From an optimization exercise on the open Yosys and OpenROAD flow, aimed at small area and a short achievable clock period; shortcuts taken in it are not production practice. Function was checked by simulation only, so behaviour that the tests miss may differ from the original. No activity file was given, so power comes from the tool's default toggle rates. No driver is modelled on the clock port, so clocking that relies on it looks cheaper here than on a real chip.

**flow/design.v**
```verilog
module ma_hold (
   input  logic q, wd, we, hold,
   output logic d
);
   assign d = (wd & we) | (q & hold);
endmodule
module ma_strobe (
   input  logic wa, pb, be,
   output logic we, hold
);
   assign hold = ~(wa & pb & be);
   assign we   = ~hold;
endmodule
module ma_oai22 (
   input  logic qi0, s0_n, qi1, s1_n,
   output logic y
);
   assign y = ~((qi0 | s0_n) & (qi1 | s1_n));
endmodule
module ma_o2111ai (
   input  logic a1, a2, b, c, d,
   output logic y
);
   assign y = ~((a1 | a2) & b & c & d);
endmodule
module ma_o221ai (
   input  logic a1, a2, b1, b2, c,
   output logic y
);
   assign y = ~((a1 | a2) & (b1 | b2) & c);
endmodule
module ma_o221a (
   input  logic a1, a2, b1, b2, c,
   output logic y
);
   assign y = (a1 | a2) & (b1 | b2) & c;
endmodule
module ma_o22a (
   input  logic a1, a2, b1, b2,
   output logic y
);
   assign y = (a1 | a2) & (b1 | b2);
endmodule
module ma_and3 (
   input  logic a, b, c,
   output logic y
);
   assign y = a & b & c;
endmodule
module ma_dec3 (
   input  logic [2:0] a,
   output logic [7:0] y
);
   always_comb for (int i = 0; i < 8; i++) y[i] = (a == i[2:0]);
endmodule
module ma_and2 (
   input  logic a, b,
   output logic y
);
   assign y = a & b;
endmodule
module ma_be #(
   parameter int LANE = 0
) (
   input  logic [1:0] size,
   input  logic [1:0] a,
   output logic       be
);
   assign be = size[1] | (size[0] ? (a[1] == LANE[1]) : (a == LANE[1:0]));
endmodule
module ma_aoi222 (
   input  logic a0, s0, a1, s1, a2, s2,
   output logic y
);
   assign y = ~((a0 & s0) | (a1 & s1) | (a2 & s2));
endmodule
module ma_aoi22 (
   input  logic a0, s0, a1, s1,
   output logic y
);
   assign y = ~((a0 & s0) | (a1 & s1));
endmodule
module ma_nand2 (
   input  logic a, b,
   output logic y
);
   assign y = ~(a & b);
endmodule
module ma_nor2 (
   input  logic a, b,
   output logic y
);
   assign y = ~(a | b);
endmodule
module ma_nand3 (
   input  logic a, b, c,
   output logic y
);
   assign y = ~(a & b & c);
endmodule
module ma_nor3 (
   input  logic a, b, c,
   output logic y
);
   assign y = ~(a | b | c);
endmodule
module ma_nand4 (
   input  logic a, b, c, d,
   output logic y
);
   assign y = ~(a & b & c & d);
endmodule
module ma_nor4 (
   input  logic a, b, c, d,
   output logic y
);
   assign y = ~(a | b | c | d);
endmodule
module memory_access (
   input  logic        i_clk,
   input  logic        i_reset,
   input  logic        i_halt,
   input  logic        i_WB_write,
   input  logic        i_WB_mem_to_reg,
   input  logic        i_MEM_read,
   input  logic        i_MEM_write,
   input  logic        i_MEM_unsigned,
   input  logic [1:0]  i_MEM_byte_half_word,
   input  logic [4:0]  i_write_reg,
   input  logic [31:0] i_data_to_write_in_MEM,
   input  logic [31:0] i_ALU_result,
   output logic        o_WB_write,
   output logic        o_WB_mem_to_reg,
   output logic [4:0]  o_write_reg,
   output logic [31:0] o_mem_data,
   output logic [31:0] o_ALU_result
);
   logic [2047:0] mem_qi;      
   logic [2047:0] mem_d;
   logic [7:0]    addr;
   logic [5:0]    widx;
   logic [7:0]    pa [4], pb [4];   
   logic [63:0]   sel_n [4];   
   logic [7:0]    wa [4];      
   logic          wr;
   logic          be [4][8];   
   logic [31:0]   wd_n;        
   logic [31:0]   rd_n;        
   assign addr = i_ALU_result[7:0];
   assign widx = addr[7:2];
   assign wr   = i_MEM_write & ~i_reset & ~i_halt;
   always_comb begin
      wd_n = ~(i_MEM_byte_half_word == 2'b00 ? {4{i_data_to_write_in_MEM[7:0]}} :
               i_MEM_byte_half_word == 2'b01 ? {2{i_data_to_write_in_MEM[15:0]}} :
               i_data_to_write_in_MEM);
   end
   for (genvar l = 0; l < 4; l++) begin : g_dec
      ma_dec3  u_pa (.a(widx[5:3]), .y(pa[l]));
      ma_dec3  u_pb (.a(widx[2:0]), .y(pb[l]));
      for (genvar i = 0; i < 8; i++) begin : g_wa
         ma_and2 u_wa (.a(pa[l][i]), .b(wr), .y(wa[l][i]));
      end
      for (genvar w = 0; w < 64; w++) begin : g_s
         ma_nand2 u_s (.a(pa[l][w / 8]), .b(pb[l][w % 8]), .y(sel_n[l][w]));
      end
      for (genvar i = 0; i < 8; i++) begin : g_be
         ma_be #(.LANE(l)) u_be (.size(i_MEM_byte_half_word), .a(addr[1:0]), .be(be[l][i]));
      end
   end
   for (genvar w = 0; w < 64; w++) begin : g_w
      for (genvar l = 0; l < 4; l++) begin : g_l
         logic we, hold;
         ma_strobe u_st (.wa(wa[l][w / 8]), .pb(pb[l][w % 8]), .be(be[l][w / 8]), .we(we),
                         .hold(hold));
         for (genvar b = 0; b < 8; b++) begin : g_b
            ma_hold u_h (.q(mem_qi[32*w + 8*l + b]), .wd(wd_n[8*l + b]), .we(we),
                         .hold(hold), .d(mem_d[32*w + 8*l + b]));
         end
      end
   end
   always_ff @(posedge i_clk)
      mem_qi <= mem_d;
   for (genvar b = 0; b < 32; b++) begin : g_rd
      logic [31:0] t0;
      logic [15:0] t1;
      logic [3:0] t2;
      logic [0:0] t3;
      ma_oai22 u_a0 (.qi0(mem_qi[0+b]), .s0_n(sel_n[b/8][0]), .qi1(mem_qi[32+b]), .s1_n(sel_n[b/8][1]), .y(t0[0]));
      ma_oai22 u_a1 (.qi0(mem_qi[64+b]), .s0_n(sel_n[b/8][2]), .qi1(mem_qi[96+b]), .s1_n(sel_n[b/8][3]), .y(t0[1]));
      ma_oai22 u_a2 (.qi0(mem_qi[128+b]), .s0_n(sel_n[b/8][4]), .qi1(mem_qi[160+b]), .s1_n(sel_n[b/8][5]), .y(t0[2]));
      ma_oai22 u_a3 (.qi0(mem_qi[192+b]), .s0_n(sel_n[b/8][6]), .qi1(mem_qi[224+b]), .s1_n(sel_n[b/8][7]), .y(t0[3]));
      ma_oai22 u_a4 (.qi0(mem_qi[256+b]), .s0_n(sel_n[b/8][8]), .qi1(mem_qi[288+b]), .s1_n(sel_n[b/8][9]), .y(t0[4]));
      ma_oai22 u_a5 (.qi0(mem_qi[320+b]), .s0_n(sel_n[b/8][10]), .qi1(mem_qi[352+b]), .s1_n(sel_n[b/8][11]), .y(t0[5]));
      ma_oai22 u_a6 (.qi0(mem_qi[384+b]), .s0_n(sel_n[b/8][12]), .qi1(mem_qi[416+b]), .s1_n(sel_n[b/8][13]), .y(t0[6]));
      ma_oai22 u_a7 (.qi0(mem_qi[448+b]), .s0_n(sel_n[b/8][14]), .qi1(mem_qi[480+b]), .s1_n(sel_n[b/8][15]), .y(t0[7]));
      ma_oai22 u_a8 (.qi0(mem_qi[512+b]), .s0_n(sel_n[b/8][16]), .qi1(mem_qi[544+b]), .s1_n(sel_n[b/8][17]), .y(t0[8]));
      ma_oai22 u_a9 (.qi0(mem_qi[576+b]), .s0_n(sel_n[b/8][18]), .qi1(mem_qi[608+b]), .s1_n(sel_n[b/8][19]), .y(t0[9]));
      ma_oai22 u_a10 (.qi0(mem_qi[640+b]), .s0_n(sel_n[b/8][20]), .qi1(mem_qi[672+b]), .s1_n(sel_n[b/8][21]), .y(t0[10]));
      ma_oai22 u_a11 (.qi0(mem_qi[704+b]), .s0_n(sel_n[b/8][22]), .qi1(mem_qi[736+b]), .s1_n(sel_n[b/8][23]), .y(t0[11]));
      ma_oai22 u_a12 (.qi0(mem_qi[768+b]), .s0_n(sel_n[b/8][24]), .qi1(mem_qi[800+b]), .s1_n(sel_n[b/8][25]), .y(t0[12]));
      ma_oai22 u_a13 (.qi0(mem_qi[832+b]), .s0_n(sel_n[b/8][26]), .qi1(mem_qi[864+b]), .s1_n(sel_n[b/8][27]), .y(t0[13]));
      ma_oai22 u_a14 (.qi0(mem_qi[896+b]), .s0_n(sel_n[b/8][28]), .qi1(mem_qi[928+b]), .s1_n(sel_n[b/8][29]), .y(t0[14]));
      ma_oai22 u_a15 (.qi0(mem_qi[960+b]), .s0_n(sel_n[b/8][30]), .qi1(mem_qi[992+b]), .s1_n(sel_n[b/8][31]), .y(t0[15]));
      ma_oai22 u_a16 (.qi0(mem_qi[1024+b]), .s0_n(sel_n[b/8][32]), .qi1(mem_qi[1056+b]), .s1_n(sel_n[b/8][33]), .y(t0[16]));
      ma_oai22 u_a17 (.qi0(mem_qi[1088+b]), .s0_n(sel_n[b/8][34]), .qi1(mem_qi[1120+b]), .s1_n(sel_n[b/8][35]), .y(t0[17]));
      ma_oai22 u_a18 (.qi0(mem_qi[1152+b]), .s0_n(sel_n[b/8][36]), .qi1(mem_qi[1184+b]), .s1_n(sel_n[b/8][37]), .y(t0[18]));
      ma_oai22 u_a19 (.qi0(mem_qi[1216+b]), .s0_n(sel_n[b/8][38]), .qi1(mem_qi[1248+b]), .s1_n(sel_n[b/8][39]), .y(t0[19]));
      ma_oai22 u_a20 (.qi0(mem_qi[1280+b]), .s0_n(sel_n[b/8][40]), .qi1(mem_qi[1312+b]), .s1_n(sel_n[b/8][41]), .y(t0[20]));
      ma_oai22 u_a21 (.qi0(mem_qi[1344+b]), .s0_n(sel_n[b/8][42]), .qi1(mem_qi[1376+b]), .s1_n(sel_n[b/8][43]), .y(t0[21]));
      ma_oai22 u_a22 (.qi0(mem_qi[1408+b]), .s0_n(sel_n[b/8][44]), .qi1(mem_qi[1440+b]), .s1_n(sel_n[b/8][45]), .y(t0[22]));
      ma_oai22 u_a23 (.qi0(mem_qi[1472+b]), .s0_n(sel_n[b/8][46]), .qi1(mem_qi[1504+b]), .s1_n(sel_n[b/8][47]), .y(t0[23]));
      ma_oai22 u_a24 (.qi0(mem_qi[1536+b]), .s0_n(sel_n[b/8][48]), .qi1(mem_qi[1568+b]), .s1_n(sel_n[b/8][49]), .y(t0[24]));
      ma_oai22 u_a25 (.qi0(mem_qi[1600+b]), .s0_n(sel_n[b/8][50]), .qi1(mem_qi[1632+b]), .s1_n(sel_n[b/8][51]), .y(t0[25]));
      ma_oai22 u_a26 (.qi0(mem_qi[1664+b]), .s0_n(sel_n[b/8][52]), .qi1(mem_qi[1696+b]), .s1_n(sel_n[b/8][53]), .y(t0[26]));
      ma_oai22 u_a27 (.qi0(mem_qi[1728+b]), .s0_n(sel_n[b/8][54]), .qi1(mem_qi[1760+b]), .s1_n(sel_n[b/8][55]), .y(t0[27]));
      ma_oai22 u_a28 (.qi0(mem_qi[1792+b]), .s0_n(sel_n[b/8][56]), .qi1(mem_qi[1824+b]), .s1_n(sel_n[b/8][57]), .y(t0[28]));
      ma_oai22 u_a29 (.qi0(mem_qi[1856+b]), .s0_n(sel_n[b/8][58]), .qi1(mem_qi[1888+b]), .s1_n(sel_n[b/8][59]), .y(t0[29]));
      ma_oai22 u_a30 (.qi0(mem_qi[1920+b]), .s0_n(sel_n[b/8][60]), .qi1(mem_qi[1952+b]), .s1_n(sel_n[b/8][61]), .y(t0[30]));
      ma_oai22 u_a31 (.qi0(mem_qi[1984+b]), .s0_n(sel_n[b/8][62]), .qi1(mem_qi[2016+b]), .s1_n(sel_n[b/8][63]), .y(t0[31]));
      ma_nor2 u_l1_0 (.a(t0[0]), .b(t0[1]), .y(t1[0]));
      ma_nor2 u_l1_1 (.a(t0[2]), .b(t0[3]), .y(t1[1]));
      ma_nor2 u_l1_2 (.a(t0[4]), .b(t0[5]), .y(t1[2]));
      ma_nor2 u_l1_3 (.a(t0[6]), .b(t0[7]), .y(t1[3]));
      ma_nor2 u_l1_4 (.a(t0[8]), .b(t0[9]), .y(t1[4]));
      ma_nor2 u_l1_5 (.a(t0[10]), .b(t0[11]), .y(t1[5]));
      ma_nor2 u_l1_6 (.a(t0[12]), .b(t0[13]), .y(t1[6]));
      ma_nor2 u_l1_7 (.a(t0[14]), .b(t0[15]), .y(t1[7]));
      ma_nor2 u_l1_8 (.a(t0[16]), .b(t0[17]), .y(t1[8]));
      ma_nor2 u_l1_9 (.a(t0[18]), .b(t0[19]), .y(t1[9]));
      ma_nor2 u_l1_10 (.a(t0[20]), .b(t0[21]), .y(t1[10]));
      ma_nor2 u_l1_11 (.a(t0[22]), .b(t0[23]), .y(t1[11]));
      ma_nor2 u_l1_12 (.a(t0[24]), .b(t0[25]), .y(t1[12]));
      ma_nor2 u_l1_13 (.a(t0[26]), .b(t0[27]), .y(t1[13]));
      ma_nor2 u_l1_14 (.a(t0[28]), .b(t0[29]), .y(t1[14]));
      ma_nor2 u_l1_15 (.a(t0[30]), .b(t0[31]), .y(t1[15]));
      ma_nand4 u_l2_0 (.a(t1[0]), .b(t1[1]), .c(t1[2]), .d(t1[3]), .y(t2[0]));
      ma_nand4 u_l2_1 (.a(t1[4]), .b(t1[5]), .c(t1[6]), .d(t1[7]), .y(t2[1]));
      ma_nand4 u_l2_2 (.a(t1[8]), .b(t1[9]), .c(t1[10]), .d(t1[11]), .y(t2[2]));
      ma_nand4 u_l2_3 (.a(t1[12]), .b(t1[13]), .c(t1[14]), .d(t1[15]), .y(t2[3]));
      ma_nor4 u_l3_0 (.a(t2[0]), .b(t2[1]), .c(t2[2]), .d(t2[3]), .y(t3[0]));
      assign rd_n[b] = t3[0];
   end
   logic en, hld, rd_en, sx, isb, ish, isw;
   logic [3:0] a_oh;
   logic [3:0] Ls_n;        
   logic       M0_n, M2_n;  
   logic       W_n;         
   logic [3:0] F_n, E_n;    
   logic [1:0] f01_n, f23_n;
   logic [3:0] e01_n, e23_n;
   logic [31:0] md_d;
   logic [38:0] oth_q, oth_d, oth_in;
   always_comb begin
      en    = ~i_reset & ~i_halt;
      hld   = ~i_reset & i_halt;
      rd_en = en & i_MEM_read;
      sx    = ~i_MEM_unsigned;
      isb   = i_MEM_byte_half_word == 2'b00;
      ish   = i_MEM_byte_half_word == 2'b01;
      isw   = i_MEM_byte_half_word[1];
      for (int k = 0; k < 4; k++) a_oh[k] = (addr[1:0] == k[1:0]);
      Ls_n[0] = ~(rd_en & (isw | (ish & ~addr[1]) | (isb & a_oh[0])));
      Ls_n[1] = ~(rd_en & isb & a_oh[1]);
      Ls_n[2] = ~(rd_en & ((ish & addr[1]) | (isb & a_oh[2])));
      Ls_n[3] = ~(rd_en & isb & a_oh[3]);
      M0_n    = ~(rd_en & (isw | (ish & ~addr[1])));
      M2_n    = ~(rd_en & ish & addr[1]);
      W_n     = ~(rd_en & isw);
      for (int k = 0; k < 4; k++) begin
         F_n[k] = ~(rd_en & sx & isb & a_oh[k]);
         E_n[k] = ~(rd_en & sx & ((isb & a_oh[k]) | (ish & (k == 1 ? ~addr[1] : k == 3 ? addr[1] : 1'b0))));
      end
   end
   for (genvar c = 0; c < 2; c++) begin : g_f
      ma_o22a u_f01 (.a1(rd_n[7]), .a2(F_n[0]), .b1(rd_n[15]), .b2(F_n[1]), .y(f01_n[c]));
      ma_o22a u_f23 (.a1(rd_n[23]), .a2(F_n[2]), .b1(rd_n[31]), .b2(F_n[3]), .y(f23_n[c]));
   end
   for (genvar c = 0; c < 4; c++) begin : g_e
      ma_o22a u_e01 (.a1(rd_n[7]), .a2(E_n[0]), .b1(rd_n[15]), .b2(E_n[1]), .y(e01_n[c]));
      ma_o22a u_e23 (.a1(rd_n[23]), .a2(E_n[2]), .b1(rd_n[31]), .b2(E_n[3]), .y(e23_n[c]));
   end
   for (genvar b = 0; b < 8; b++) begin : g_o0
      logic qh_n, c;
      ma_nand2 u_h (.a(o_mem_data[b]), .b(hld), .y(qh_n));
      ma_o221a u_c (.a1(rd_n[16+b]), .a2(Ls_n[2]), .b1(rd_n[24+b]), .b2(Ls_n[3]), .c(qh_n), .y(c));
      ma_o221ai u_o (.a1(rd_n[b]), .a2(Ls_n[0]), .b1(rd_n[8+b]), .b2(Ls_n[1]), .c(c), .y(md_d[b]));
   end
   for (genvar b = 8; b < 16; b++) begin : g_o1
      logic qh_n, x;
      ma_nand2 u_h (.a(o_mem_data[b]), .b(hld), .y(qh_n));
      ma_o22a u_x (.a1(rd_n[b]), .a2(M0_n), .b1(rd_n[16+b]), .b2(M2_n), .y(x));
      ma_nand4 u_o (.a(x), .b(f01_n[b / 12]), .c(f23_n[b / 12]), .d(qh_n), .y(md_d[b]));
   end
   for (genvar b = 16; b < 32; b++) begin : g_o2
      logic qh_n;
      ma_nand2 u_h (.a(o_mem_data[b]), .b(hld), .y(qh_n));
      ma_o2111ai u_o (.a1(rd_n[b]), .a2(W_n), .b(e01_n[(b - 16) / 4]), .c(e23_n[(b - 16) / 4]),
                      .d(qh_n), .y(md_d[b]));
   end
   assign oth_in = {i_WB_write, i_WB_mem_to_reg, i_write_reg, i_ALU_result};
   assign {o_WB_write, o_WB_mem_to_reg, o_write_reg, o_ALU_result} = oth_q;
   for (genvar b = 0; b < 39; b++) begin : g_oth
      ma_hold u_h (.q(oth_q[b]), .wd(oth_in[b]), .we(en), .hold(hld), .d(oth_d[b]));
   end
   always_ff @(posedge i_clk) begin
      o_mem_data <= md_d;
      oth_q      <= oth_d;
   end
endmodule
```
**flow/flow/run.sh**
```bash
#!/bin/bash
# Own layout flow: the standard synthesis unchanged, then the standard
# ORFS layout with a lighter clock tree (no dummy loads, larger sink clusters),
# small port buffers, and timing repair aimed beyond the 5 ns constraint.
# Each tool's output goes to a log file in the work folder.
set -euo pipefail
bash standard.sh synth > synth.log 2>&1
bash standard.sh \
  "CTS_ARGS=-sink_clustering_enable -repair_clock_nets -dont_use_dummy_load -sink_clustering_size 30 -sink_clustering_max_diameter 80 -buf_list {sky130_fd_sc_hd__clkbuf_8 sky130_fd_sc_hd__clkbuf_16}" \
  "BUFFER_PORTS_ARGS=-buffer_cell sky130_fd_sc_hd__buf_2" \
  SETUP_SLACK_MARGIN=2.0 \
  finish > layout.log 2>&1
```
**flow/standard.sh**
```bash
#!/bin/bash
# synth_recipe.tcl (not shown) runs the flow's synth.tcl, then flattens the netlist and writes it again
# the make line also repeats each setting of config.mk as NAME=value (left out here)
make -C /OpenROAD-flow-scripts/flow DESIGN_CONFIG=/design/flow/config.mk WORK_HOME=/design/flow/orfs CLKGATE_MAP_FILE= SYNTH_SCRIPT=/design/flow/synth_recipe.tcl "${@:-finish}"
```
**flow/config.mk**
```make
export PLATFORM = sky130hd
export DESIGN_NAME = memory_access
export DESIGN_NICKNAME = memory_access
export VERILOG_FILES = /design/flow/design.v
export SDC_FILE = /design/flow/constraint.sdc
export NUM_CORES = 4
export LEC_CHECK = 0
export CAP_MARGIN = 20
export CORE_MARGIN = 2
export CORE_UTILIZATION = 65
export PLACE_DENSITY = 0.75
export SLEW_MARGIN = 20
export SYNTH_HIERARCHICAL = 1
export SYNTH_MINIMUM_KEEP_SIZE = 0
```
**flow/constraint.sdc**
```tcl
create_clock -name core_clock -period 5.0 [get_ports {i_clk}]
set_input_delay 1.0000 -clock core_clock [delete_from_list [all_inputs] [get_ports {i_clk}]]
set_output_delay 1.0000 -clock core_clock [all_outputs]
set_load 0.01 [all_outputs]
```
==> flow_metrics.env, run 1 <==
export IMPL_synthCells=7006
export IMPL_nFillCells=8416
export IMPL_worstPathMaxFanout=25
export IMPL_cts_buffer_depth=3
export IMPL_via_per_inst=7.514
export IMPL_synth_top_family_by_area="compound AO/OA/AOI/OAI gates"
export IMPL_antenna_found_initial=15
export IMPL_switching_share_pct=25.34
export IMPL_synth_mux_area_share_pct=0.3134
export IMPL_synth_ff_latch_count=2119
export IMPL_postCtsHoldBufs=0
export IMPL_grt_overflow=0
export IMPL_rsz0062_at_grt="yes"
export IMPL_power_density_nw_per_um2=345.0
export IMPL_worst_pin_slew_ns=1.191
export IMPL_ys_seq_area_share_pct=55.35
export IMPL_cp_buffers_inverters=5
export IMPL_route_detailed_drc=0
export IMPL_pwr_share_comb_pct=9.7
export IMPL_async_flop_share_pct=0
export IMPL_io_buffers=149
export IMPL_dieHeight_microns=347.4
export IMPL_grt_pass1_vias=62550
export IMPL_ir_drop_uv=322.2
export IMPL_finalSetupViolations=0
export IMPL_worstPathCellList="buf_16, buf_12, nor3b_4, buf_12, buf_4, nand2_2, o22ai_1, nor2_1, nand4_1, nor4_2, buf_4, o22a_2, o2111ai_2"
export IMPL_holdCritPathClass="reg2reg"
export IMPL_yosysUniqueCellTypes=38
export IMPL_placementRows=125
export IMPL_synth_compound_area_share_pct=33.44
export IMPL_path_class="in2reg"
export IMPL_firstDrtPassIters=6
export IMPL_clkSlewWorstSetupHoldPaths_ns=0.11
export IMPL_initialDrtViolationCount=9273
export IMPL_globalRouteTotalUtil_pct=39.11
export IMPL_synth_top_cell_by_area="dfxtp_1"
export IMPL_syn_num_nets=7085
export IMPL_globalplace_congestion=0.9691
export IMPL_max_stage_delay_ns=0.41
export IMPL_synth_xor_area_share_pct=0
export IMPL_grt_pass1_wl_microns=375000
export IMPL_drtAntennaViolNets=0
export IMPL_status="no timing/DRC/antenna violations"
export IMPL_synth_top_area_share_pct=55.35
export IMPL_synthTopCellsByCount="2119 x dfxtp_1, 2087 x a22o_1, 1024 x o22ai_1"
export IMPL_yosysMostFrequentCell="dfxtp_1"
export IMPL_avgSynthCellArea_sq_um=10.94
export IMPL_worstPathRequired_ns=5.56
export IMPL_clock_skew_ns=0.03299
export IMPL_ys_flop_type="dfxtp_1"
export IMPL_num_vias=66930
export IMPL_power_switching_uw=7339
export IMPL_wl_microns=250400
export IMPL_synth_edf_count=0
export IMPL_wire_per_inst_microns=28.12
export IMPL_p_leak_uw=0.03413
export IMPL_timing_slew_headroom_pct=18.36
export IMPL_intPower_uw=21630
export IMPL_yosys_top_cells_area="dfxtp_1 55%, a22o_1 24%, o22ai_1 8.4%"
export IMPL_path_delay_family="simple AND/OR/NAND/NOR gates"
export IMPL_report_final_slew_viol_count=0
export IMPL_die_x_microns=347.4
export IMPL_cpMaxStageDelayCell="nor4_2"
export IMPL_root_buffer="clkbuf_16"
export IMPL_drv_cap=0
export IMPL_cp_arrival_ns=3.62
export IMPL_syn2layout_area_growth_pct=9.547
export IMPL_p_seq_share_pct=62.3
export IMPL_final_cell_count_no_fill=8907
export IMPL_coreArea_sq_um=116500
export IMPL_insertion_delay_ns=0.73
export IMPL_ioPinCount=150
export IMPL_dieArea_sq_um=120700
export IMPL_syn_area_sq_um=76640
export IMPL_min_period_ns=3.059
export IMPL_hpwl_microns=159100
export IMPL_start_util_pct=65.78
export IMPL_grt_max_degree=65
export IMPL_final_nets=7460
export IMPL_drive_gt1_share_pct=8.863
export IMPL_dp_cells=8785
export IMPL_tritoncts="built"
export IMPL_ys_warn_count=13
export IMPL_tns_ns=0
export IMPL_critical_path_endpoint_type="flip-flop"
export IMPL_fmax_mhz=326.9
export IMPL_finalHoldViolations=0
export IMPL_synth_fa_ha_area_share_pct=0
export IMPL_timing_final_crit_share_pct=61.19
export IMPL_cts_sinks=2119
export IMPL_clkPwrFrac_pct=28.0
export IMPL_start_kind="input pin"
export IMPL_yosys_area_share_simple_pct=10.74
export IMPL_h_tree_depth=3
export IMPL_cts_made_buffers=84
[state kept, by name, indices dropped and copies added, names as in the netlist]
signal / flops
oth_q: 39
mem_qi: 2048
o_mem_data: 32
[modules after synthesis (local to each module, per instance), a selection]
module      copies in the design  flops+latches  area [sq um]  cells inside
ma_nand2                     288              0         3.754             1
ma_hold                     2087              0         8.758             1
ma_o2111ai                    16              0         15.01             1
ma_o221ai                      8              0         15.01             1
ma_strobe                    256              0         11.26             2
ma_o221a                       8              0         11.26             1
ma_nor4                       32              0         12.51             1
[worst paths after layout]
kind	startpoint	end	slack, ns	cells past startpoint
setup / recovery	i_ALU_result[2]	o_mem_data[31]	1.94	13
hold / removal	oth_q[21]	oth_q[21]	0.48	1
hold reg to reg	oth_q[21]	oth_q[21]	0.48	1
setup reg to reg	mem_qi[479]	o_mem_data[14]	2.78	8
[layer usage]
metal  GRT usage [%]  part of all wire (%)  vias up
met5               0                 0.028        -
met1           55.41                    41    32330
met3           9.698                    13      703
met4           14.98                   4.0       12
met2           57.52                    42     4436
li1                -                     -    29450
[cells by family after synthesis]
kind of cell	count (synthesis)
AO/OA/AOI/OAI	3208
AND/OR/NAND/NOR	1639
flip-flops	2119
buffers and inverters	16
multiplexers	24
[cell usage in the layout (no fill, tap or decap), drive strengths merged, types with 20 or more instances in the layout]
master / netlist / layout
o22ai: 1024 / 1024
buf: 6 / 286
a22o: 2087 / 2087
o22a: 20 / 20
nor2: 531 / 531
and3b: 24 / 27
nand3: 258 / 258
nand4: 136 / 136
clkbuf: 0 / 89
nand2: 298 / 298
and3: 264 / 264
mux2i: 24 / 24
and2: 33 / 33
dfxtp: 2119 / 2119
nor3b: 25 / 25
nor4: 34 / 34
[timing repair]
action                                  in CTS  in global routing
gates cloned                                 1                  5
gates resized for setup                     87                122
endpoints found under the setup margin     101                612
setup buffers                               22                  5
pin swaps                                   17                 12
[per-stage QoR]
stage | instance area, sq um | hold slack [ns] | util (%) | setup WS (ns) | total power (uW)
floorplan | 77030 | 0.4432 | - | 1.977 | 19690
global placement | 80750 | 0.4496 | 69.30 | 0.3269 | 20890
detailed placement | 80770 | 0.4527 | 69.32 | 0.5006 | 20950
CTS | 83420 | 0.4673 | 71.59 | 1.943 | 28780
global route | 83950 | 0.4800 | 72.05 | 1.982 | 29670
finish | 83960 | 0.4793 | 72.06 | 1.941 | 28970
[power by group through the flow]
| stage | Sequential, uW | Clock (uW) | Combinational, uW |
|---|---|---|---|
| floorplan | 18300 | 0 | 1430 |
| global placement | 18400 | 0 | 2500 |
| detailed placement | 18400 | 0 | 2560 |
| CTS | 18000 | 8120 | 2640 |
| global route | 18100 | 8670 | 2890 |
| finish | 18000 | 8100 | 2820 |
[layout make-up]
cell class | count | area, sq um | area share [%]
multi-input cells | 4875 | 35210 | 41.94
diodes | 4 | 10.01 | 0.01192
inverters | 10 | 38.79 | 0.04620
clock buffers | 84 | 2102 | 2.504
well taps | 1524 | 1907 | 2.271
repair buffers | 291 | 2270 | 2.703
flip-flops and latches | 2119 | 42420 | 50.52
==> inputs of run 2 (changes only) <==
--- a/flow/flow/run.sh
+++ b/flow/flow/run.sh
@@ -8,5 +8,5 @@
 bash standard.sh \
-  "CTS_ARGS=-sink_clustering_enable -repair_clock_nets -dont_use_dummy_load -sink_clustering_size 30 -sink_clustering_max_diameter 80 -buf_list {sky130_fd_sc_hd__clkbuf_8 sky130_fd_sc_hd__clkbuf_16}" \
+  "CTS_ARGS=-sink_clustering_enable -repair_clock_nets -dont_use_dummy_load -sink_clustering_size 20 -sink_clustering_max_diameter 60 -root_buf sky130_fd_sc_hd__clkbuf_16 -buf_list {sky130_fd_sc_hd__clkbuf_8}" \
   "BUFFER_PORTS_ARGS=-buffer_cell sky130_fd_sc_hd__buf_2" \
-  SETUP_SLACK_MARGIN=2.0 \
+  SETUP_SLACK_MARGIN=2.3 \
   finish > layout.log 2>&1
==> flow_metrics.env, run 2 <==
export IMPL_status="no timing/DRC/antenna violations"
export IMPL_worstPathRequired_ns=5.65
export IMPL_dp_cells=8770
export IMPL_holdCritPathClass="in2reg"
export IMPL_fmax_mhz=349.7
export IMPL_clock_skew_ns=0.05017
export IMPL_ir_drop_uv=354.8
export IMPL_cts_made_buffers=140
export IMPL_largest_register="mem_qi"
export IMPL_largest_reg_flops=2048
export IMPL_crit_path_frequent_cell="nand4_1"
export IMPL_yosysMostFrequentCell="dfxtp_1"
export IMPL_yosysUniqueCellTypes=38
export IMPL_syn2layout_area_growth_pct=13.06
export IMPL_synthTopCellsByCount="2119 x dfxtp_1, 2087 x a22o_1, 1024 x o22ai_1"
export IMPL_antenna_found_initial=10
export IMPL_avgSynthCellArea_sq_um=10.94
export IMPL_synth_ff_latch_count=2119
export IMPL_wl_microns=265000
export IMPL_drv_cap=0
export IMPL_r2r_end="o_mem_data[8]"
export IMPL_globalRouteTotalUtil_pct=40.83
export IMPL_power_density_nw_per_um2=333.9
export IMPL_async_flop_share_pct=0
export IMPL_ys_flop_type="dfxtp_1"
export IMPL_finalSetupViolations=0
export IMPL_start_util_pct=65.78
export IMPL_wire_per_inst_microns=29.11
export IMPL_via_per_inst=7.560
export IMPL_timing_final_crit_share_pct=57.18
export IMPL_min_period_ns=2.859
export IMPL_drive_gt1_share_pct=13.42
export IMPL_hold_depth=2
export IMPL_worstPathCellList="buf_16, clkbuf_16, and3b_2, nand2_2, o22ai_1, nor2_1, nand4_1, nor4_4, buf_4, o22a_1, nand4_1"
export IMPL_path_class="in2reg"
export IMPL_critical_path_endpoint_type="flip-flop"
export IMPL_layout_common_cells="2119 x dfxtp_1, 2087 x a22o_1, 1016 x o22ai_1"
export IMPL_grt_pass1_wl_microns=386400
export IMPL_holdPathEnd="oth_q[31]"
export IMPL_finalHoldViolations=0
export IMPL_rsz0062_at_grt="yes"
export IMPL_hpwl_microns=160700
export IMPL_dieHeight_microns=347.4
export IMPL_synth_mux_area_share_pct=0.3134
export IMPL_report_final_slew_viol_count=0
export IMPL_worst_pin_slew_ns=1.226
export IMPL_fin_util_pct=74.37
export IMPL_final_nets=7652
export IMPL_hold_start="i_ALU_result[31]"
export IMPL_tritoncts="built"
export IMPL_initialDrtViolationCount=9791
export IMPL_p_leak_uw=0.03611
export IMPL_dieArea_sq_um=120700
export IMPL_reg2regPathDepth=7
export IMPL_syn_num_nets=7085
export IMPL_synth_fa_ha_area_share_pct=0
export IMPL_synth_edf_count=0
export IMPL_r2r_slack_ns=2.89
export IMPL_drtAntennaViolNets=0
export IMPL_synth_top_family_by_area="compound AO/OA/AOI/OAI gates"
export IMPL_placementRows=125
export IMPL_coreArea_sq_um=116500
export IMPL_synth_top_cell_by_area="dfxtp_1"
export IMPL_synth_compound_area_share_pct=33.44
export IMPL_max_stage_delay_ns=0.47
export IMPL_cts_buffer_depth=3
export IMPL_grt_pass1_vias=63190
export IMPL_worst_slack_ns=2.141
export IMPL_grt_overflow=0
export IMPL_synth_top_area_share_pct=55.35
export IMPL_r2r_start="mem_qi[1999]"
export IMPL_root_buffer="clkbuf_16"
export IMPL_globalplace_congestion=0.9885
export IMPL_pre_cts_ws_ns=0.4334
export IMPL_die_x_microns=347.4
export IMPL_insertion_delay_ns=0.81
export IMPL_clkSlewWorstSetupHoldPaths_ns=0.11
export IMPL_worstPathMaxFanout=10
export IMPL_synthCells=7006
export IMPL_h_tree_depth=4
export IMPL_ys_warn_count=13
export IMPL_grt_max_degree=65
export IMPL_timing_slew_headroom_pct=17.93
export IMPL_syn_area_sq_um=76640
export IMPL_final_cell_count_no_fill=9103
export IMPL_yosys_top_cells_area="dfxtp_1 55%, a22o_1 24%, o22ai_1 8.4%"
export IMPL_synth_xor_area_share_pct=0
export IMPL_start_kind="input pin"
export IMPL_layout_commonest_cell="dfxtp_1"
export IMPL_reg_top3="mem_qi (2048), oth_q (39), o_mem_data (32)"
export IMPL_yosys_area_share_simple_pct=10.74
export IMPL_cp_arrival_ns=3.51
export IMPL_route_detailed_drc=0
export IMPL_num_vias=68820
export IMPL_tns_ns=0
export IMPL_cpMaxStageDelayCell="nor4_4"
export IMPL_ys_seq_area_share_pct=55.35
export IMPL_firstDrtPassIters=6
export IMPL_cts_sinks=2119
export IMPL_ioPinCount=150
export IMPL_io_buffers=149
## run 2: cell count changes in the layout (fill, tap and decap cells not counted), sizes merged, moves of 3 or more
cell	previous run	this run
buf	286	401
diode	4	8
clkbuf	89	143
bufbuf	0	3
and3	264	268
and3b	27	42
## run 2: how the worst max path moves through the flow
stage                                        from        endpoint  slack [ns]  cells past startpoint
after floorplan           i_MEM_byte_half_word[1]    mem_qi[1000]        1.98                      4
after global placement            i_ALU_result[2]  o_mem_data[16]        0.51                     10
after detailed placement          i_ALU_result[2]  o_mem_data[26]        0.43                     10
after CTS                         i_ALU_result[4]  o_mem_data[26]        2.29                     11
after global routing              i_ALU_result[6]  o_mem_data[10]        2.19                     11
final                             i_ALU_result[6]  o_mem_data[10]        2.14                     11
## run 2: worst max-delay path: cells and delay by family
family	cells	cell delay, ns
simple gates	6	1.63
buf+inv	3	0.60
compound gates	2	0.25
## run 2: kinds of logic after synthesis
kind of cell / Yosys count
compound gates: 3208
simple gates: 1639
buf+inv: 16
flops: 2119
mux: 24
## run 2: final cells by class
| class | instances | area, sq um |
|---|---|---|
| inverter | 10 | 40.04 |
| antenna | 8 | 20.02 |
| sequential | 2119 | 42420 |
| multi-input combinational | 4895 | 36600 |
| clock buffer | 140 | 1938 |
| fill | 8244 | 29870 |
| tap | 1524 | 1907 |
| timing repair buffer | 407 | 3727 |
## run 2: per-module statistics from Yosys (local to each module, per instance), a selection
module    copies in the design  cell area (sq um)  cells  flip-flops and latches
ma_hold                   2087              8.758      1                       0
ma_o221a                     8              11.26      1                       0
ma_and2                     32              6.256      1                       0
ma_oai22                  1024              6.256      1                       0
ma_nor2                    512              3.754      1                       0
ma_nor4                     32              12.51      1                       0
ma_dec3                      8              65.06      8                       0
## run 2: layer usage
| metal | vias to the layer above | global-route usage, % | wire length (microns) |
|---|---|---|---|
| li1 | 29890 | - | - |
| met1 | 32980 | 57.40 | 105300 |
| met2 | 5030 | 58.23 | 109400 |
| met3 | 919 | 11.16 | 36970 |
| met4 | 6 | 19.03 | 13350 |
| met5 | - | 0.4002 | 34 |
## run 2: what timing repair did
item / CTS / global route
gates cloned: 18 / 14
setup buffers: 98 / 55
setup endpoints to repair: 1783 / 93
hold buffers: 0 / 0
resized for setup: 149 / 155
pin swaps: 64 / 66
## run 2: per-stage QoR
step	area [sq um]	power [uW]	hold WS (ns)
6_report	86650	28940	0.4167
5_1_grt	86640	29660	0.4038
4_1_cts	85320	28630	0.3830
3_5_place_dp	81400	20980	0.4498
3_3_place_gp	81380	20930	0.4500
2_1_floorplan	77860	19740	0.4428
## run 2: power breakdown
| group | internal, uW | switching (uW) |
|---|---|---|
| clock | 2550 | 5160 |
| combinational | 1180 | 1980 |
| sequential | 17600 | 484 |
==> inputs of run 3 (changes only) <==
--- a/flow/design.v
+++ b/flow/design.v
@@ -185,4 +185,6 @@
       logic [15:0] t1;
-      logic [3:0] t2;
-      logic [0:0] t3;
+      logic [7:0] t2;
+      logic [3:0] t3;
+      logic [1:0] t4;
+      logic [0:0] t5;
       ma_oai22 u_a0 (.qi0(mem_qi[0+b]), .s0_n(sel_n[b/8][0]), .qi1(mem_qi[32+b]), .s1_n(sel_n[b/8][1]), .y(t0[0]));
@@ -235,8 +237,18 @@
       ma_nor2 u_l1_15 (.a(t0[30]), .b(t0[31]), .y(t1[15]));
-      ma_nand4 u_l2_0 (.a(t1[0]), .b(t1[1]), .c(t1[2]), .d(t1[3]), .y(t2[0]));
-      ma_nand4 u_l2_1 (.a(t1[4]), .b(t1[5]), .c(t1[6]), .d(t1[7]), .y(t2[1]));
-      ma_nand4 u_l2_2 (.a(t1[8]), .b(t1[9]), .c(t1[10]), .d(t1[11]), .y(t2[2]));
-      ma_nand4 u_l2_3 (.a(t1[12]), .b(t1[13]), .c(t1[14]), .d(t1[15]), .y(t2[3]));
-      ma_nor4 u_l3_0 (.a(t2[0]), .b(t2[1]), .c(t2[2]), .d(t2[3]), .y(t3[0]));
-      assign rd_n[b] = t3[0];
+      ma_nand2 u_l2_0 (.a(t1[0]), .b(t1[1]), .y(t2[0]));
+      ma_nand2 u_l2_1 (.a(t1[2]), .b(t1[3]), .y(t2[1]));
+      ma_nand2 u_l2_2 (.a(t1[4]), .b(t1[5]), .y(t2[2]));
+      ma_nand2 u_l2_3 (.a(t1[6]), .b(t1[7]), .y(t2[3]));
+      ma_nand2 u_l2_4 (.a(t1[8]), .b(t1[9]), .y(t2[4]));
+      ma_nand2 u_l2_5 (.a(t1[10]), .b(t1[11]), .y(t2[5]));
+      ma_nand2 u_l2_6 (.a(t1[12]), .b(t1[13]), .y(t2[6]));
+      ma_nand2 u_l2_7 (.a(t1[14]), .b(t1[15]), .y(t2[7]));
+      ma_nor2 u_l3_0 (.a(t2[0]), .b(t2[1]), .y(t3[0]));
+      ma_nor2 u_l3_1 (.a(t2[2]), .b(t2[3]), .y(t3[1]));
+      ma_nor2 u_l3_2 (.a(t2[4]), .b(t2[5]), .y(t3[2]));
+      ma_nor2 u_l3_3 (.a(t2[6]), .b(t2[7]), .y(t3[3]));
+      ma_nand2 u_l4_0 (.a(t3[0]), .b(t3[1]), .y(t4[0]));
+      ma_nand2 u_l4_1 (.a(t3[2]), .b(t3[3]), .y(t4[1]));
+      ma_nor2 u_l5_0 (.a(t4[0]), .b(t4[1]), .y(t5[0]));
+      assign rd_n[b] = t5[0];
    end
--- a/flow/flow/run.sh
+++ b/flow/flow/run.sh
@@ -8,3 +8,3 @@
 bash standard.sh \
-  "CTS_ARGS=-sink_clustering_enable -repair_clock_nets -dont_use_dummy_load -sink_clustering_size 20 -sink_clustering_max_diameter 60 -root_buf sky130_fd_sc_hd__clkbuf_16 -buf_list {sky130_fd_sc_hd__clkbuf_8}" \
+  "CTS_ARGS=-sink_clustering_enable -repair_clock_nets -dont_use_dummy_load -sink_clustering_size 16 -sink_clustering_max_diameter 45 -root_buf sky130_fd_sc_hd__clkbuf_16 -buf_list {sky130_fd_sc_hd__clkbuf_8}" \
   "BUFFER_PORTS_ARGS=-buffer_cell sky130_fd_sc_hd__buf_2" \
==> flow_metrics.env, run 3 <==
export IMPL_status="no timing/DRC/antenna violations"
export IMPL_largest_reg_flops=2048
export IMPL_reg2regPathDepth=9
export IMPL_coreArea_sq_um=117900
export IMPL_reg_top3="mem_qi (2048), oth_q (39), o_mem_data (32)"
export IMPL_finalSetupViolations=0
export IMPL_cp_arrival_ns=3.40
export IMPL_final_nets=7880
export IMPL_worst_pin_slew_ns=1.173
export IMPL_fmax_mhz=359.7
export IMPL_path_class="in2reg"
export IMPL_ys_flop_type="dfxtp_1"
export IMPL_initialDrtViolationCount=10000
export IMPL_yosysMostFrequentCell="dfxtp_1"
export IMPL_r2r_start="mem_qi[1416]"
export IMPL_min_period_ns=2.780
export IMPL_rsz0062_at_grt="yes"
export IMPL_worstPathCellList="buf_12, buf_16, nor3b_4, buf_12, nand2_2, o22ai_1, nor2_1, nand2_1, nor2_1, nand2_1, nor2_4, buf_4, o22a_2, o2111ai_2"
export IMPL_fin_util_pct=72.73
export IMPL_dieArea_sq_um=121600
export IMPL_route_detailed_drc=0
export IMPL_cpMaxStageDelayCell="nor2_1"
export IMPL_async_flop_share_pct=0
export IMPL_cts_sinks=2119
export IMPL_globalplace_congestion=0.9543
export IMPL_place_area_sq_um=81460
export IMPL_power_density_nw_per_um2=345.8
export IMPL_h_tree_depth=4
export IMPL_ir_drop_uv=364.9
export IMPL_wire_per_inst_microns=27.51
export IMPL_antenna_found_initial=11
export IMPL_r2r_end="o_mem_data[8]"
export IMPL_avgSynthCellArea_sq_um=10.54
export IMPL_holdCritPathClass="in2reg"
export IMPL_layout_common_cells="2116 x dfxtp_1, 2087 x a22o_1, 1024 x o22ai_1"
export IMPL_cts_buffer_depth=3
export IMPL_num_vias=68630
export IMPL_clock_skew_ns=0.08680
export IMPL_design_area_sq_um=85770
export IMPL_worst_slack_ns=2.220
export IMPL_die_x_microns=348.7
export IMPL_yosys_top_cells_area="dfxtp_1 55%, a22o_1 24%, o22ai_1 8.3%"
export IMPL_globalRouteTotalUtil_pct=39.60
export IMPL_syn_area_sq_um=77240
export IMPL_largest_register="mem_qi"
export IMPL_r2r_slack_ns=2.97
export IMPL_syn_num_nets=7405
export IMPL_yosysUniqueCellTypes=37
export IMPL_crit_start="i_ALU_result[2]"
export IMPL_finalHoldViolations=0
export IMPL_postCtsHoldBufs=0
export IMPL_synth_top_cell_by_area="dfxtp_1"
export IMPL_drv_cap=0
export IMPL_hold_depth=2
export IMPL_grt_pass1_wl_microns=380500
export IMPL_timing_slew_headroom_pct=21.26
export IMPL_hpwl_microns=156500
export IMPL_via_per_inst=7.345
export IMPL_ioPinCount=150
export IMPL_p_leak_uw=0.03641
export IMPL_dieHeight_microns=348.7
export IMPL_grt_pass1_vias=63750
export IMPL_grt_overflow=0
export IMPL_placementRows=126
export IMPL_pre_cts_ws_ns=0.5616
export IMPL_critical_path_endpoint_type="flip-flop"
export IMPL_start_kind="input pin"
export IMPL_tns_ns=0
export IMPL_layout_commonest_cell="dfxtp_1"
export IMPL_setup_worst_path_end="o_mem_data[17]"
export IMPL_drive_gt1_share_pct=11.23
export IMPL_ys_seq_area_share_pct=54.92
export IMPL_start_util_pct=65.50
export IMPL_insertion_delay_ns=0.82
export IMPL_grt_max_degree=65
export IMPL_firstDrtPassIters=11
export IMPL_synth_ff_latch_count=2119
export IMPL_max_stage_delay_ns=0.24
export IMPL_cts_made_buffers=185
export IMPL_synth_edf_count=0
export IMPL_drtAntennaViolNets=0
export IMPL_synthCells=7326
export IMPL_synth_top_area_share_pct=54.92
export IMPL_syn2layout_area_growth_pct=11.04
export IMPL_tritoncts="built"
export IMPL_holdWs_ns=0.4387
export IMPL_timing_final_crit_share_pct=55.60
export IMPL_io_buffers=149
export IMPL_root_buffer="clkbuf_16"
export IMPL_ys_warn_count=13
export IMPL_worstPathMaxFanout=18
export IMPL_worstPathRequired_ns=5.62
export IMPL_clkSlewWorstSetupHoldPaths_ns=0.10
export IMPL_synthTopCellsByCount="2119 x dfxtp_1, 2087 x a22o_1, 1024 x o22ai_1"
export IMPL_report_final_slew_viol_count=0
export IMPL_wl_microns=257000
[run 3: cell types whose count changed after synthesis]
cell	previous run	this run
nand4_1	136	8
nor4_2	32	0
nand2_1	298	618
nor2_1	530	690
[run 3: worst min-delay path by stage]
| stage | startpoint | to | slack [ns] |
|---|---|---|---|
| global placement | oth_q[36] | oth_q[36] | 0.45 |
| CTS | i_ALU_result[13] | oth_q[13] | 0.40 |
| detailed placement | oth_q[38] | oth_q[38] | 0.45 |
| floorplan | mem_qi[1000] | mem_qi[1000] | 0.44 |
| global route | i_ALU_result[10] | oth_q[10] | 0.42 |
| finish | i_WB_write | oth_q[38] | 0.44 |
[run 3: kinds of logic (layout without fill, tap and decap cells)]
group | count (synthesis) | count (layout) | share of synthesized area (%)
buffers and inverters | 16 | 475 | 0.1506
AOI/OAI and AO/OA | 3208 | 3208 | 33.18
and+or+nand+nor | 1959 | 1973 | 11.44
muxes | 24 | 24 | 0.3110
other | 0 | 8 | 0
DFF | 2119 | 2119 | 54.92
[run 3: cell type report]
cell class                 count  area [sq um]
sequential                  2119         42420
multi-input combinational   5205         36410
fill                        8652         32150
clock buffer                 185          2557
timing repair buffer         280          2389
tap                         1536          1922
inverter                      10         41.29
antenna                        8         20.02
[run 3: report_power, final]
| part | switching (uW) | internal [uW] | total (uW) |
|---|---|---|---|
| registers | 476 | 17600 | 18100 |
| clock network | 5360 | 3310 | 8670 |
| logic | 1900 | 1020 | 2930 |
[run 3: worst max-delay path: cells and delay by family]
| family | cells | cell delay (ns) |
|---|---|---|
| and+or+nand+nor | 7 | 1.12 |
| buffers and inverters | 4 | 0.76 |
| AOI/OAI and AO/OA | 3 | 0.48 |
[run 3: modules after synthesis (local to each module, per instance), excerpt]
module / cells / area [sq um] / copies in the design
ma_and2: 1 / 6.256 / 32
ma_dec3: 8 / 65.06 / 8
ma_hold: 1 / 8.758 / 2087
ma_nand2: 1 / 3.754 / 608
ma_nand4: 1 / 6.256 / 8
ma_o2111ai: 1 / 15.01 / 16
ma_o221a: 1 / 11.26 / 8
ma_o221ai: 1 / 15.01 / 8
ma_o22a: 1 / 8.758 / 20
ma_oai22: 1 / 6.256 / 1024
ma_strobe: 2 / 11.26 / 256
memory_access: 2203 / 43050 / 1
[run 3: timing repair]
item | in CTS | in global routing
gates cloned | 4 | 13
pin swaps | 8 | 7
setup endpoints to repair | 1491 | 816
resized for setup | 167 | 210
buffers inserted | 26 | 6
[run 3: per-layer routing]
| layer | vias to the layer above | track usage (%) | share of wire (%) |
|---|---|---|---|
| met5 | - | 0 | 0.011 |
| li1 | 30330 | - | - |
| met2 | 4744 | 56.53 | 42 |
| met1 | 32800 | 56.64 | 41 |
| met3 | 747 | 10.70 | 14 |
| met4 | 4 | 16.14 | 4.1 |
[run 3: stage by stage]
| step | std cells | total power, uW |
|---|---|---|
| 2_1_floorplan | 7326 | 19720 |
| 3_3_place_gp | 9101 | 20960 |
| 3_5_place_dp | 9101 | 21000 |
| 4_1_cts | 9316 | 29440 |
| 5_1_grt | 9338 | 30450 |
| 6_report | 9343 | 29660 |
==> inputs of run 4 (changes only) <==
--- a/flow/flow/run.sh
+++ b/flow/flow/run.sh
@@ -10,3 +10,3 @@
   "BUFFER_PORTS_ARGS=-buffer_cell sky130_fd_sc_hd__buf_2" \
-  SETUP_SLACK_MARGIN=2.3 \
+  SETUP_SLACK_MARGIN=2.5 \
   finish > layout.log 2>&1
==> flow_metrics.env, run 4 <==
export IMPL_status="no timing/DRC/antenna violations"
export IMPL_cp_arrival_ns=3.25
export IMPL_yosysUniqueCellTypes=37
export IMPL_coreArea_sq_um=117900
export IMPL_syn2layout_area_growth_pct=17.10
export IMPL_drv_cap=0
export IMPL_ys_warn_count=13
export IMPL_top_usage_layer="met2"
export IMPL_postCtsHoldBufs=0
export IMPL_timing_slew_headroom_pct=21.37
export IMPL_globalRouteTotalUtil_pct=41.79
export IMPL_synth_edf_count=0
export IMPL_h_tree_depth=4
export IMPL_cts_made_buffers=185
export IMPL_largest_reg_flops=2048
export IMPL_antenna_found_initial=14
export IMPL_critical_path_endpoint_type="flip-flop"
export IMPL_die_x_microns=348.7
export IMPL_dieArea_sq_um=121600
export IMPL_timing_final_crit_share_pct=52.49
export IMPL_path_class="in2reg"
export IMPL_via_per_inst=7.436
export IMPL_cpMaxStageDelayCell="o221a_1"
export IMPL_ys_flop_type="dfxtp_1"
export IMPL_synthTopCellsByCount="2119 x dfxtp_1, 2087 x a22o_1, 1024 x o22ai_1"
export IMPL_initialDrtViolationCount=10180
export IMPL_io_buffers=149
export IMPL_wire_per_inst_microns=28.65
export IMPL_nFillCells=8043
export IMPL_holdWs_ns=0.4393
export IMPL_insertion_delay_ns=0.81
export IMPL_synth_top_area_share_pct=54.92
export IMPL_grt_pass1_vias=65950
export IMPL_avgSynthCellArea_sq_um=10.54
export IMPL_cts_buffer_depth=3
export IMPL_path_delay_family="simple AND/OR/NAND/NOR gates"
export IMPL_synth_top_cell_by_area="dfxtp_1"
export IMPL_dieHeight_microns=348.7
export IMPL_layout_common_cells="2100 x dfxtp_1, 2087 x a22o_1, 1015 x o22ai_1"
export IMPL_dp_cells=9106
export IMPL_firstDrtPassIters=6
export IMPL_async_flop_share_pct=0
export IMPL_worstPathMaxFanout=8
export IMPL_num_vias=70820
export IMPL_p_leak_uw=0.03819
export IMPL_report_final_slew_viol_count=0
export IMPL_wl_microns=272900
export IMPL_syn_num_nets=7405
export IMPL_root_buffer="clkbuf_16"
export IMPL_clock_skew_ns=0.07869
export IMPL_grt_max_degree=65
export IMPL_grt_use_met3_pct=11.31
export IMPL_final_nets=8064
export IMPL_worst_pin_slew_ns=1.178
export IMPL_cp_buffers_inverters=3
export IMPL_grt_pass1_wl_microns=398700
export IMPL_grt_use_met1_pct=58.49
export IMPL_syn_area_sq_um=77240
export IMPL_drtAntennaViolNets=0
export IMPL_groute_layer_met2_usage_pct=59.74
export IMPL_holdCritPathClass="in2reg"
export IMPL_ioPinCount=150
export IMPL_tritoncts="built"
export IMPL_reg_top3="mem_qi (2048), oth_q (39), o_mem_data (32)"
export IMPL_cts_sinks=2119
export IMPL_start_util_pct=65.50
export IMPL_route_detailed_drc=0
export IMPL_grt_overflow=0
export IMPL_globalplace_congestion=0.9483
export IMPL_largest_register="mem_qi"
export IMPL_synthCells=7326
export IMPL_synth_ff_latch_count=2119
export IMPL_worstPathRequired_ns=5.62
export IMPL_drive_gt1_share_pct=18.05
export IMPL_placementRows=126
export IMPL_finalHoldViolations=0
export IMPL_max_stage_delay_ns=0.28
export IMPL_rsz0062_at_grt="yes"
export IMPL_yosysMostFrequentCell="dfxtp_1"
export IMPL_yosys_top_cells_area="dfxtp_1 55%, a22o_1 24%, o22ai_1 8.3%"
export IMPL_fmax_mhz=381.0
export IMPL_tns_ns=0
export IMPL_ir_drop_uv=360.1
export IMPL_power_density_nw_per_um2=333.0
export IMPL_final_cell_count_no_fill=9524
export IMPL_finalSetupViolations=0
export IMPL_start_kind="input pin"
export IMPL_worstPathCellList="buf_16, buf_12, and3b_4, buf_12, nand2_4, o22ai_2, nor2_1, nand2_1, nor2_1, nand2_1, nor2_4, o221a_1, o221ai_2"
export IMPL_layout_commonest_cell="dfxtp_1"
export IMPL_min_period_ns=2.624
export IMPL_ys_seq_area_share_pct=54.92
export IMPL_clkSlewWorstSetupHoldPaths_ns=0.09
export IMPL_hpwl_microns=161500
[run 4: cell counts after synthesis]
No cell type changed its count.
[run 4: cell families after synthesis]
kind of cell           after synthesis  synth area share, %
AOI/OAI and AO/OA                 3208                33.18
buffers and inverters               16               0.1506
muxes                               24               0.3110
and+or+nand+nor                   1959                11.44
DFF                               2119                54.92
[run 4: layer usage]
| layer | up-vias | share of wire, % |
|---|---|---|
| li1 | 30710 | - |
| met1 | 34010 | 39 |
| met2 | 5105 | 41 |
| met3 | 985 | 14 |
| met4 | 14 | 5.3 |
| met5 | - | 0.034 |
[run 4: metrics by stage]
stage	util, %	area (sq um)	total power (uW)	setup slack, ns
finish	76.70	90450	30120	2.376
global route	76.70	90440	30890	2.421
CTS	74.73	88120	29720	2.462
detailed placement	70.40	83020	21040	0.4521
global placement	70.40	83020	20990	0.4961
floorplan	-	79510	19780	1.982
[run 4: final timing paths]
path | slack [ns] | cells after the start | start | endpoint
hold reg to reg | 0.47 | 1 | oth_q[28] | oth_q[28]
setup / recovery | 2.38 | 13 | i_ALU_result[2] | o_mem_data[4]
hold / removal | 0.44 | 2 | i_WB_write | oth_q[38]
setup reg to reg | 3.05 | 8 | mem_qi[1180] | o_mem_data[4]
[run 4: area by class of cell]
cell class	count	area [sq um]	area share [%]
Sequential cell	2119	42450	46.93
Multi-Input combinational cell	5216	39110	43.24
Timing Repair Buffer	453	4365	4.826
Clock buffer	185	2557	2.827
Tap cell	1536	1922	2.125
Inverter	10	37.54	0.04150
Antenna cell	5	12.51	0.01383
[run 4: modules after synthesis (local to each module, per instance), a selection]
module,area [sq um],cells,copies in the design,flip-flops and latches
ma_hold,8.758,1,2087,0
ma_oai22,6.256,1,1024,0
ma_o221a,11.26,1,8,0
ma_nor2,3.754,1,672,0
memory_access,43050,2203,1,2119
ma_and2,6.256,1,32,0
ma_dec3,65.06,8,8,0
ma_strobe,11.26,2,256,0
ma_nand4,6.256,1,8,0
ma_o22a,8.758,1,20,0
[run 4: where the power goes]
group	switching, uW	internal, uW	leakage [uW]
logic	2130	1220	0.0197
registers	483	17600	0.0172
clock network	5400	3310	0.00134
total	8010	22100	0.0382
[run 4: timing repair]
action | CTS | global route
gates cloned | 22 | 19
resized for setup | 363 | 315
buffers inserted | 98 | 88
pin swaps | 40 | 73
endpoints found under the setup margin | 1848 | 845
==> inputs of run 5 (changes only) <==
--- a/flow/design.v
+++ b/flow/design.v
@@ -55,2 +55,8 @@
 endmodule
+module ma_wr (
+   input  logic w, r, h,
+   output logic y
+);
+   assign y = w & ~r & ~h;
+endmodule
 module ma_and2 (
@@ -144,3 +150,3 @@
    logic [7:0]    wa [4];      
-   logic          wr;
+   logic [3:0]    wr;          
    logic          be [4][8];   
@@ -150,3 +156,2 @@
    assign widx = addr[7:2];
-   assign wr   = i_MEM_write & ~i_reset & ~i_halt;
    always_comb begin
@@ -157,2 +162,3 @@
    for (genvar l = 0; l < 4; l++) begin : g_dec
+      ma_wr    u_wr (.w(i_MEM_write), .r(i_reset), .h(i_halt), .y(wr[l]));
       ma_dec3  u_pa (.a(widx[5:3]), .y(pa[l]));
@@ -160,3 +166,3 @@
       for (genvar i = 0; i < 8; i++) begin : g_wa
-         ma_and2 u_wa (.a(pa[l][i]), .b(wr), .y(wa[l][i]));
+         ma_and2 u_wa (.a(pa[l][i]), .b(wr[l]), .y(wa[l][i]));
       end
@@ -294,6 +300,7 @@
    for (genvar b = 0; b < 8; b++) begin : g_o0
-      logic qh_n, c;
+      logic qh_n, x0, x1;
       ma_nand2 u_h (.a(o_mem_data[b]), .b(hld), .y(qh_n));
-      ma_o221a u_c (.a1(rd_n[16+b]), .a2(Ls_n[2]), .b1(rd_n[24+b]), .b2(Ls_n[3]), .c(qh_n), .y(c));
-      ma_o221ai u_o (.a1(rd_n[b]), .a2(Ls_n[0]), .b1(rd_n[8+b]), .b2(Ls_n[1]), .c(c), .y(md_d[b]));
+      ma_o22a u_x0 (.a1(rd_n[b]), .a2(Ls_n[0]), .b1(rd_n[8+b]), .b2(Ls_n[1]), .y(x0));
+      ma_o22a u_x1 (.a1(rd_n[16+b]), .a2(Ls_n[2]), .b1(rd_n[24+b]), .b2(Ls_n[3]), .y(x1));
+      ma_nand3 u_o (.a(x0), .b(x1), .c(qh_n), .y(md_d[b]));
    end
==> flow_metrics.env, run 5 <==
export IMPL_wirelength_met1_microns=105700
export IMPL_cts_made_buffers=183
export IMPL_syn_area_sq_um=77260
export IMPL_layout_commonest_cell="dfxtp_1"
export IMPL_syn2layout_area_growth_pct=14.42
export IMPL_worstPathRequired_ns=5.68
export IMPL_fin_util_pct=74.96
export IMPL_syn_num_nets=7416
export IMPL_io_buffers=149
export IMPL_report_final_slew_viol_count=0
export IMPL_timing_slew_headroom_pct=10.35
export IMPL_synth_top_cell_by_area="dfxtp_1"
export IMPL_place_area_sq_um=81370
export IMPL_timing_final_crit_share_pct=53.32
export IMPL_firstDrtPassIters=6
export IMPL_antenna_found_initial=15
export IMPL_yosysUniqueCellTypes=35
export IMPL_cts_sinks=2119
export IMPL_dieHeight_microns=348.8
export IMPL_largest_register="mem_qi"
export IMPL_globalplace_congestion=0.9823
export IMPL_synth_ff_latch_count=2119
export IMPL_wire_per_inst_microns=28.41
export IMPL_fmax_mhz=375.1
export IMPL_ir_drop_uv=376.1
export IMPL_holdCritPathClass="in2reg"
export IMPL_placementRows=126
export IMPL_min_period_ns=2.666
export IMPL_layout_common_cells="2103 x dfxtp_1, 2087 x a22o_1, 999 x o22ai_1"
export IMPL_finalSetupViolations=0
export IMPL_dr_max_layer_used="met5"
export IMPL_power_density_nw_per_um2=337.7
export IMPL_routed_wl_met3_microns=37860
export IMPL_ys_warn_count=13
export IMPL_initialDrtViolationCount=10310
export IMPL_yosysMostFrequentCell="dfxtp_1"
export IMPL_rsz0062_at_grt="yes"
export IMPL_synth_top_area_share_pct=54.91
export IMPL_h_tree_depth=4
export IMPL_drtAntennaViolNets=0
export IMPL_reg_top3="mem_qi (2048), oth_q (39), o_mem_data (32)"
export IMPL_num_vias=70420
export IMPL_critical_path_endpoint_type="flip-flop"
export IMPL_route_detailed_drc=0
export IMPL_async_flop_share_pct=0
export IMPL_start_kind="input pin"
export IMPL_cp_arrival_ns=3.34
export IMPL_wl_microns=269800
export IMPL_avgSynthCellArea_sq_um=10.53
export IMPL_cts_buffer_depth=3
export IMPL_route_met2_wl_microns=112400
export IMPL_largest_reg_flops=2048
export IMPL_ys_flop_type="dfxtp_1"
export IMPL_drv_cap=0
export IMPL_grt_pass1_vias=65210
export IMPL_tritoncts="built"
export IMPL_drive_gt1_share_pct=13.79
export IMPL_grt_max_degree=65
export IMPL_synthCells=7337
export IMPL_grt_pass1_wl_microns=390500
export IMPL_worst_pin_slew_ns=1.337
export IMPL_root_buffer="clkbuf_16"
export IMPL_dieArea_sq_um=121600
export IMPL_coreArea_sq_um=117900
export IMPL_insertion_delay_ns=0.83
export IMPL_clkSlewWorstSetupHoldPaths_ns=0.09
export IMPL_status="no timing/DRC/antenna violations"
export IMPL_ys_seq_area_share_pct=54.91
export IMPL_tns_ns=0
export IMPL_final_nets=8030
export IMPL_grt_overflow=0
export IMPL_yosys_top_cells_area="dfxtp_1 55%, a22o_1 24%, o22ai_1 8.3%"
export IMPL_p_leak_uw=0.03829
export IMPL_globalRouteTotalUtil_pct=40.80
export IMPL_worstPathMaxFanout=11
export IMPL_synthTopCellsByCount="2119 x dfxtp_1, 2087 x a22o_1, 1024 x o22ai_1"
export IMPL_hpwl_microns=156600
export IMPL_synth_edf_count=0
export IMPL_holdWs_ns=0.4133
export IMPL_finalHoldViolations=0
export IMPL_clock_skew_ns=0.07786
export IMPL_via_per_inst=7.416
export IMPL_path_class="in2reg"
export IMPL_ioPinCount=150
export IMPL_die_x_microns=348.8
export IMPL_design_area_sq_um=88400
export IMPL_start_util_pct=65.52
run 5: repair_timing:
action,CTS,global route
hold buffers,0,0
endpoints found under the setup margin,2086,929
buffers inserted,54,80
gates cloned,26,26
resized for setup,341,351
hold endpoints to repair,0,0
pin swaps,35,70
run 5: path summary, 6_finish.rpt:
path,cells past startpoint,slack [ns],start,endpoint
max reg2reg,9,3.07,mem_qi[87],o_mem_data[14]
min reg2reg,1,0.47,oth_q[25],oth_q[25]
max,5,2.33,i_ALU_result[2],mem_qi[1029]
min,2,0.41,i_ALU_result[27],oth_q[27]
run 5: power breakdown:
group | switching [uW] | leakage, uW | internal [uW]
clock network | 5350 | 0.00132 | 3280
logic | 2020 | 0.0198 | 1140
registers | 483 | 0.0172 | 17600
total | 7850 | 0.0383 | 22000
run 5: metrics by stage:
step / cells / setup WS [ns] / total power (uW)
CTS: 9379 / 2.462 / 29500
finish: 9495 / 2.334 / 29850
detailed placement: 9116 / 0.6065 / 20960
global placement: 9116 / 0.7045 / 20920
floorplan: 7337 / 1.982 / 19720
global route: 9488 / 2.441 / 30630
run 5: layout make-up:
cell class,count,area (sq um)
Antenna cell,10,25.02
Clock buffer,183,2530
Fill cell,8315,29530
Inverter,10,40.04
Multi-Input combinational cell,5235,37540
Sequential cell,2119,42440
Tap cell,1536,1922
Timing Repair Buffer,402,3899
run 5: per-module statistics from Yosys (local to each module, per instance), excerpt:
module | times used | cell area, sq um | flip-flops and latches
ma_o22a | 36 | 8.758 | 0
ma_nand3 | 8 | 5.005 | 0
ma_nand4 | 8 | 6.256 | 0
ma_nand2 | 608 | 3.754 | 0
ma_strobe | 256 | 11.26 | 0
memory_access | 1 | 43040 | 2119
ma_nor2 | 672 | 3.754 | 0
ma_dec3 | 8 | 65.06 | 0
ma_oai22 | 1024 | 6.256 | 0
ma_hold | 2087 | 8.758 | 0
ma_and2 | 32 | 6.256 | 0
ma_wr | 4 | 12.51 | 0
ma_o2111ai | 16 | 15.01 | 0
run 5: worst max-delay path, cell delays in order:
cell       delay (ns)
clkbuf_16        0.19
clkbuf_16        0.20
nor3_2           1.05
nand3_1          0.55
a22o_1           0.34
run 5: metal layers:
layer | vias to the layer above | track usage, %
met3 | 914 | 11.14
met5 | - | 0
met1 | 33720 | 56.73
met2 | 5085 | 59.14
li1 | 30680 | -
met4 | 14 | 18.60
run 5: kinds of logic (layout without fill, tap and decap cells):
family / Yosys count / in the layout / synth area share (%)
multiplexers: 24 / 24 / 0.3109
AO/OA/AOI/OAI: 3208 / 3208 / 33.09
other: 0 / 10 / 0
flip-flops: 2119 / 2119 / 54.91
buffers and inverters: 16 / 595 / 0.1506
AND/OR/NAND/NOR: 1970 / 2003 / 11.54

[static timing again, ports no longer ideal]
The results above use ideal ports. As a check the final layouts listed here were re-extracted and re-timed, cells and wires unchanged. Step 1: set_driving_cell puts a clkbuf_16 on i_clk and a buf_2 on each other input, an assumption about the parent block. Step 2 adds t to the input delays and takes it off the output delays; t is the mean of the earliest and latest rising clock arrival at the registers after step 1. Input paths then give back, and output paths get back, about the clock's delay inside the block. a / b / c = no drivers / after step 1 / after step 2; a / b = the first two.
run	shift t [ns]	setup slack, ns	worst setup path at the end	worst slew at a driven data input, ns
run 1	0.786	1.941 / 1.877 / 1.090	input to register	0.35
run 2	0.852	2.141 / 1.950 / 1.098	input to register	0.36
run 3	0.860	2.220 / 2.078 / 1.218	input to register	0.29
run 4	0.857	2.376 / 2.197 / 1.340	input to register	0.39
run 5	0.871	2.334 / 2.145 / 1.274	input to register	0.42
After both steps setup and hold are still met in every run listed. For run 5, which loses most, drivers alone change the setup slack by -0.189 ns; drivers and shift together by -1.060 ns.
